Source: an optimization exercise on an open RTL-to-GDS flow (aim: small area and few clock cycles per item). Production flows keep margins and buffers that such runs may drop. In this exercise RTL edits were held to simulation tests only and were not proved equivalent to the original. No activity file was given, so power comes from the tool's default toggle rates.

===== design/flow/design.v =====
package bfp_pkg;
  localparam logic [3:0] COMP_METH_BFP = 4'd1;
  localparam int         RB_SAMPLES    = 24;
  localparam int         BEATS_PER_RB  = 6;
  function automatic logic [63:0] byte_reverse(input logic [63:0] d);
    for (int i = 0; i < 8; i++) byte_reverse[8*i +: 8] = d[56-8*i +: 8];
  endfunction
endpackage
module bfp_decomp (
  input  logic        clk,
  input  logic        rst,
  input  logic [63:0] s_axis_tdata,
  input  logic [7:0]  s_axis_tkeep,
  input  logic        s_axis_tvalid,
  output logic        s_axis_tready,
  input  logic        s_axis_tlast,
  input  logic [31:0] s_axis_tuser,
  output logic [63:0] m_axis_tdata,
  output logic [7:0]  m_axis_tkeep,
  output logic        m_axis_tvalid,
  output logic        m_axis_tlast,
  output logic [31:0] m_axis_tuser,
  input  logic [3:0]  ctrl_ud_comp_meth,
  input  logic [3:0]  ctrl_ud_iq_width
);
  logic        in_pkt_q, last_in_q, bfp_q, expd_q;
  logic [3:0]  iqw_q, exp_q;
  logic [2:0]  k_q;           
  logic [5:0]  p_q;           
  logic [63:0] beat_q;        
  logic        bfp, rbs, acc, ext, exp_only, eop, lastseen, rb_left;
  logic [3:0]  iqw, e, e_in;
  logic [4:0]  w;
  logic [6:0]  need, sh;
  logic [7:0]  sum;
  logic [5:0]  p_nxt;
  logic [63:0] din;
  logic [126:0] cat;
  logic [63:0] v;
  logic [15:0] lo_keep, hi_fill, sgn_sel;
  logic [3:0][15:0] smp;
  logic        unused_ok;
  assign unused_ok    = &{1'b0, s_axis_tkeep};
  assign m_axis_tkeep = 8'hFF;
  assign din = bfp_pkg::byte_reverse(s_axis_tdata);
  assign cat = {beat_q[62:0], din};
  assign bfp  = in_pkt_q ? bfp_q : ((ctrl_ud_comp_meth == bfp_pkg::COMP_METH_BFP) &&
                                    (ctrl_ud_iq_width != 4'd0));
  assign iqw  = in_pkt_q ? iqw_q : ctrl_ud_iq_width;
  assign w    = bfp ? {1'b0, iqw} : 5'd16;
  assign rbs  = bfp && (k_q == 3'd0) && !expd_q;    
  assign need = (rbs ? 7'd8 : 7'd0) + {w, 2'b00};
  assign sum      = {2'b0, p_q} + {1'b0, need};
  assign s_axis_tready = (sum[7] || sum[6]) && !last_in_q;
  assign acc      = s_axis_tvalid && s_axis_tready;
  assign ext      = (sum[7:6] == 2'b00) || (acc && !sum[7]);
  assign exp_only = acc && sum[7];
  assign p_nxt    = exp_only ? p_q + 6'd8 : sum[5:0];
  assign lastseen = last_in_q || (acc && s_axis_tlast);
  assign rb_left  = (iqw == 4'd1) ? !p_nxt[5] :
                    (iqw == 4'd2) ? (p_nxt[5:3] == 3'd0) : 1'b0;
  assign eop      = ext && lastseen && (bfp ? ((k_q == 3'd5) && !rb_left) : 1'b1);
  always_comb begin
    logic [126:0] s;
    s = cat;
    for (int k = 5; k >= 0; k--) if (p_q[k]) s = s << (1 << k);
    e_in = s[122:119];
  end
  assign e  = rbs ? e_in : (bfp ? exp_q : 4'd0);
  assign sh = {1'b0, p_q} + (rbs ? 7'd8 : 7'd0) + {2'b0, w} + {3'b0, e};
  always_comb begin
    logic [142:0] s;
    s = {16'd0, cat};
    for (int k = 6; k >= 0; k--) if (sh[k]) s = s << (1 << k);
    v = s[142:79];
  end
  always_comb begin
    for (int j = 0; j < 16; j++) begin
      lo_keep[j] = (5'(j) >= {1'b0, e});
      hi_fill[j] = (6'(j) >= {2'b0, e} + {1'b0, w});
      sgn_sel[j] = ({1'b0, e} + {1'b0, w} - 6'd1 == 6'(j));
    end
  end
  always_comb begin
    for (int i = 0; i < 4; i++) begin
      logic [63:0] s;
      logic [15:0] f;
      logic        sg;
      s = v;
      for (int k = 4; k >= 0; k--) if (w[k]) s = s << (i << k);
      f  = s[63:48];
      sg = |(f & sgn_sel);
      for (int j = 0; j < 16; j++)
        smp[i][j] = lo_keep[j] & (hi_fill[j] ? sg : f[j]);
    end
  end
  always_ff @(posedge clk or posedge rst) begin
    if (rst) begin
      in_pkt_q      <= 1'b0;
      last_in_q     <= 1'b0;
      bfp_q         <= 1'b0;
      expd_q        <= 1'b0;
      iqw_q         <= '0;
      exp_q         <= '0;
      k_q           <= '0;
      p_q           <= 6'd63;
      m_axis_tvalid <= 1'b0;
      m_axis_tlast  <= 1'b0;
    end else begin
      m_axis_tvalid <= ext;
      m_axis_tlast  <= eop;
      if (acc && !in_pkt_q) begin
        in_pkt_q <= 1'b1;
        bfp_q    <= bfp;
        iqw_q    <= iqw;
      end
      if (acc && s_axis_tlast) last_in_q <= 1'b1;
      if (exp_only) expd_q <= 1'b1;
      if (rbs) exp_q <= e_in;
      if (ext) begin
        expd_q <= 1'b0;
        k_q <= (k_q == 3'd5) ? 3'd0 : k_q + 3'd1;
      end
      if (ext || exp_only) p_q <= p_nxt;
      if (eop) begin
        in_pkt_q  <= 1'b0;
        last_in_q <= 1'b0;
        k_q       <= '0;
        p_q       <= 6'd63;
      end
    end
  end
  always_ff @(posedge clk) begin
    if (acc) beat_q <= din;
    if (acc && !in_pkt_q) m_axis_tuser <= s_axis_tuser;
    m_axis_tdata <= bfp_pkg::byte_reverse({smp[0], smp[1], smp[2], smp[3]});
  end
endmodule

===== design/flow/config.mk =====
export PLATFORM = sky130hd
export DESIGN_NAME = bfp_decomp
export DESIGN_NICKNAME = bfp_decomp
export VERILOG_FILES = /design/flow/design.v
export SDC_FILE = /design/flow/constraint.sdc
export NUM_CORES = 4
export LEC_CHECK = 0
export ABC_AREA = 1
export CAP_MARGIN = 20
export CORE_MARGIN = 2
export CORE_UTILIZATION = 40
export SLEW_MARGIN = 20

===== design/flow/constraint.sdc =====
create_clock -name core_clock -period 8.0 [get_ports {clk}]
set_input_delay 1.6000 -clock core_clock [delete_from_list [all_inputs] [get_ports {clk}]]
set_output_delay 1.6000 -clock core_clock [all_outputs]
set_load 0.01 [all_outputs]

===== design/flow/run.sh =====
#!/bin/bash
# synth_recipe.tcl (not shown) runs the flow's synth.tcl, then flattens the netlist and writes it again
# the make line also repeats each setting of config.mk as NAME=value (left out here)
make -C /OpenROAD-flow-scripts/flow DESIGN_CONFIG=/design/flow/config.mk WORK_HOME=/design/flow/orfs CLKGATE_MAP_FILE= SYNTH_SCRIPT=/design/flow/synth_recipe.tcl finish

==> impl_metrics.py <==
metrics = {
    "worst_setup_path": {
        "path_max_fanout": 15,
        "critPathLaunchType": "input pin",
        "cp-end-kind": "flip-flop",
        "path_class": "in -> reg",
        "r2r_setup_slack_ns": 0.30,
        "r2r-start": "p_q[5]",
        "critical-path-max-stage-delay_ns": 0.49,
        "startpoint": "ctrl_ud_iq_width[3]",
        "worstPathArrival_ns": 8.36,
        "critPathMostFrequentCell": "nand3_1",
        "required_ns": 8.34,
        "worst_path_max_delay_cell": "clkdlybuf4s50_1",
    },
    "floorplanning": {
        "core_area_sq_um": 45600,
        "dieHeight_um": 219,
        "dieArea_sq_um": 48100,
        "start_util": 0.407,
        "die_w_um": 219,
        "rows": 78,
        "io_pins": 223,
    },
    "placed_design": {
        "hpwl_um": 76400,
        "place_area_sq_um": 23600,
        "gp_congestion": 1.08,
        "io_buffers": 206,
        "place_ws_ns": -0.825,
        "placed_cells": 4138,
    },
    "synth": {
        "synth_area_per_cell_sq_um": 5.88,
        "ys_ff_latch": 181,
        "synth_top_area_cell": "nand3_1",
        "synthArstFlopShare": 0.122,
        "synth_area_leaders": "nand3_1 32%, nand2_1 19%, edfxtp_1 15%",
        "synth_top_area_frac": 0.325,
        "synth_warnings": 1,
        "synth-edff-count": 95,
        "synthesis.area_sq_um": 18500,
        "seq_area_frac_synth": 0.253,
        "syn_inst": 3149,
        "yosysUniqueCellTypes": 42,
        "synth_flop_cell": "edfxtp_1",
    },
    "global_route": {
        "grt_pass1_wl_um": 143000,
        "use_met2": 0.591,
        "grt_antenna_before_repair": 1,
        "grt.overflow.total": 0,
        "grt_usage": 0.398,
        "grt_use_met1": 0.551,
        "top_usage_layer": "met2",
        "grt_max_degree": 74,
        "use_met3": 0.0942,
        "grt_pass1_vias": 23500,
    },
    "route": {
        "drc_errors": 0,
        "viasPerCell": 6.11,
        "drtAntennaViolNets": 0,
        "drt_iter0_drc": 3880,
        "dr.pass1.iters": 9,
        "totalWireLength_um": 97100,
        "vias": 25600,
        "wl_per_cell_um": 23.2,
    },
    "timing": {
        "period_minus_slack_ns": 8.02,
        "maxSlewHeadroom": 0.269,
        "rsz0062_at_grt": "yes",
        "setup_viol": 1,
        "post-route-worst-setup-slack_ns": -0.0189,
        "tightest_slew_ns": 1.10,
        "fin_crit_sh": 1.00,
        "hold_viol": 0,
        "slew_viol_final": 0,
        "skew_ns": 0.0161,
        "fmax_ghz": 0.125,
    },
    "cts": {
        "cts_tree": "yes",
        "cts.sinks": 181,
        "clock_latency_ns": 0.50,
        "cts-htree-levels": 4,
        "cts_buffers": 17,
        "clk_path_buf_depth": 2,
        "cts-root-buf": "clkbuf_16",
        "clk_pin_slew_ns": 0.07,
    },
    "pwr": {
        "irDropWorstVdd_uv": 206,
        "p_comb_frac": 0.058,
        "powerDensity_nw_per_um2": 77.3,
        "clock_power_share": 0.446,
        "total_power_mw": 1.97,
        "seqPwrFrac": 0.495,
        "swShare": 0.236,
        "p_int_mw": 1.51,
        "leakage_nw": 12.0,
        "p_switching_mw": 0.465,
    },
    "final_layout": {
        "seq_area_sq_um": 4690,
        "multi_input_area_sq_um": 13400,
        "nNetsFinal": 3718,
        "utilization": 0.560,
        "instances_no_fill": 4187,
        "drive_gt1_frac": 0.194,
        "n_antenna_cell": 0,
        "syn2layout_area_growth_pct": 37.7,
        "final_area_sq_um": 25500,
        "n_fill_cell": 4573,
    },
    "outcome": {
        "violations": "setup timing",
        "outcome": "finished with violations",
    },
    "hold_path": {
        "holdCritStartpoint": "k_q[0]",
        "hold_class": "reg -> reg",
    },
    "run": {
        "maxCapViolCount": 0,
    },
}
per-layer routing:
layer  share of wire  routed length, um  vias up
li1                -                  -    11700
met1            0.42              40800    12000
met2            0.42              40400     1685
met3            0.12              11600      254
met4           0.045               4330        0
met5               0                  0        -
repair_timing:
item                                    in CTS  in global routing
endpoints found under the setup margin      45                 63
pin swaps                                    7                 34
gates cloned                                 0                  2
hold buffers                                 0                  0
hold endpoints to repair                     0                  0
setup buffers                                8                  7
resized for setup                           50                210
cells by family (layout without fill, tap and decap cells):
group,Yosys count,count (layout),share of synthesized area
AOI/OAI and AO/OA,270,270,0.0785
other,1,8,0.000202
xor gates and xnor gates,6,6,0.00284
muxes,2,2,0.00108
adders and majority gates,28,28,0.0221
DFF,181,181,0.253
and+or+nand+nor,2271,2272,0.551
buffers and inverters,390,820,0.0914
power by group through the flow:
stage | clock network, mW | logic, mW | registers [mW]
finish | 0.881 | 0.115 | 0.978
global route | 0.927 | 0.122 | 0.977
CTS | 0.891 | 0.112 | 0.978
detailed placement | 0 | 0.111 | 0.998
global placement | 0 | 0.110 | 0.998
floorplan | 0 | 0.0263 | 0.999
state kept, by name (all words and copies together) (netlist names), 3 cells and up:
name	count
m_axis_tdata	64
beat_q	63
m_axis_tuser	32
p_q	5
exp_q	4
iqw_q	4
k_q	3
cells in the mapped netlist, types with 4 or more instances:
cell,n
a211oi_1,5
a21oi_1,114
a221oi_1,4
a31oi_1,5
buf_1,37
buf_2,55
buf_4,27
buf_6,8
clkbuf_1,84
clkinv_1,5
dfrtp_1,17
dfstp_2,5
dfxtp_1,64
edfxtp_1,95
fa_1,8
ha_1,20
inv_1,169
inv_2,5
nand2_1,915
nand2_2,4
nand3_1,1202
nand3_2,8
nand3b_1,6
nand4_1,19
nor2_1,103
nor2_4,4
nor3_1,7
o211ai_1,16
o21ai_0,106
o21ai_1,9
final cells by class:
cell class	count	area share
multi-input combinational	2586	0.523
timing repair buffer	609	0.214
clock buffer	18	0.0168
sequential	181	0.184
clock inverter	14	0.00623
tap	600	0.0294
inverter	179	0.0264
placed cells by master, fill, tap and decap left out, types with 6 or more instances in the layout:
cell type | synthesis | final
a21oi_1 | 114 | 112
buf_12 | 0 | 25
buf_4 | 27 | 369
buf_6 | 8 | 6
clkbuf_16 | 0 | 18
clkdlybuf4s50_1 | 0 | 206
clkinv_1 | 5 | 7
conb_1 | 1 | 8
dfrtp_1 | 17 | 17
dfxtp_1 | 64 | 64
edfxtp_1 | 95 | 95
ha_1 | 20 | 17
inv_1 | 169 | 166
inv_2 | 5 | 6
inv_6 | 0 | 6
nand2_1 | 915 | 867
nand2_2 | 4 | 41
nand2_4 | 0 | 10
nand3_1 | 1202 | 1044
nand3_2 | 8 | 157
nand3_4 | 0 | 9
nand3b_1 | 6 | 6
nand4_1 | 19 | 19
nor2_1 | 103 | 90
nor2_2 | 0 | 9
nor2_4 | 4 | 8
nor3_1 | 7 | 7
o211ai_1 | 16 | 16
o21ai_0 | 106 | 97
o21ai_1 | 9 | 15
worst max-delay path, delay by kind of cell:
kind	cells	cell delay [ns]
compound gates	4	0.55
fa+ha+maj	4	1.42
buf+inv	10	1.54
simple gates	26	3.19
worst paths after layout:
path | endpoint | cells after the start
worst min register to register | k_q[0] | 1
max in group asynchronous | m_axis_tvalid | 2
worst max register to register | m_axis_tdata[58] | 43
worst max-delay path | m_axis_tdata[58] | 44
worst min-delay path | k_q[0] | 1
min in group asynchronous | exp_q[0] | 2
stage by stage:
stage               setup TNS [ns]  hold slack (ns)
finish                     -0.0189            0.531
global route                -10.05            0.568
CTS                              0            0.523
detailed placement          -35.84            0.511
global placement            -30.22            0.502
floorplan                        0            0.483
Testbench counts, summed over its fixed seeds: cycles 10,669, items 10,579.

==> port drivers added, routing unchanged <==
In the flow no input, the clock included, has a driving cell. The finished layout below was timed again as built, in two steps. Step 1, drivers: a clkbuf_16 drives clk and a buf_2 each remaining input, both assumed. Step 2 moves the port delays by t, midway between the first and last clock arrival at a register: inputs arrive t later, outputs are due t later. That takes back most of the time a late clock gives input paths. Three values: ideal ports, drivers, drivers and shift; two values: the first two.
shift t [ns]: 0.550
slack for setup (ns): -0.019 / 0.014 / -0.537
worst setup path after step 2: input to register
latest minus earliest clock arrival (ns): 0.017 / 0.017
pins driven straight from the clock port: 1
For this run, drivers alone change the setup slack by +0.033 ns; drivers and shift together by -0.518 ns.
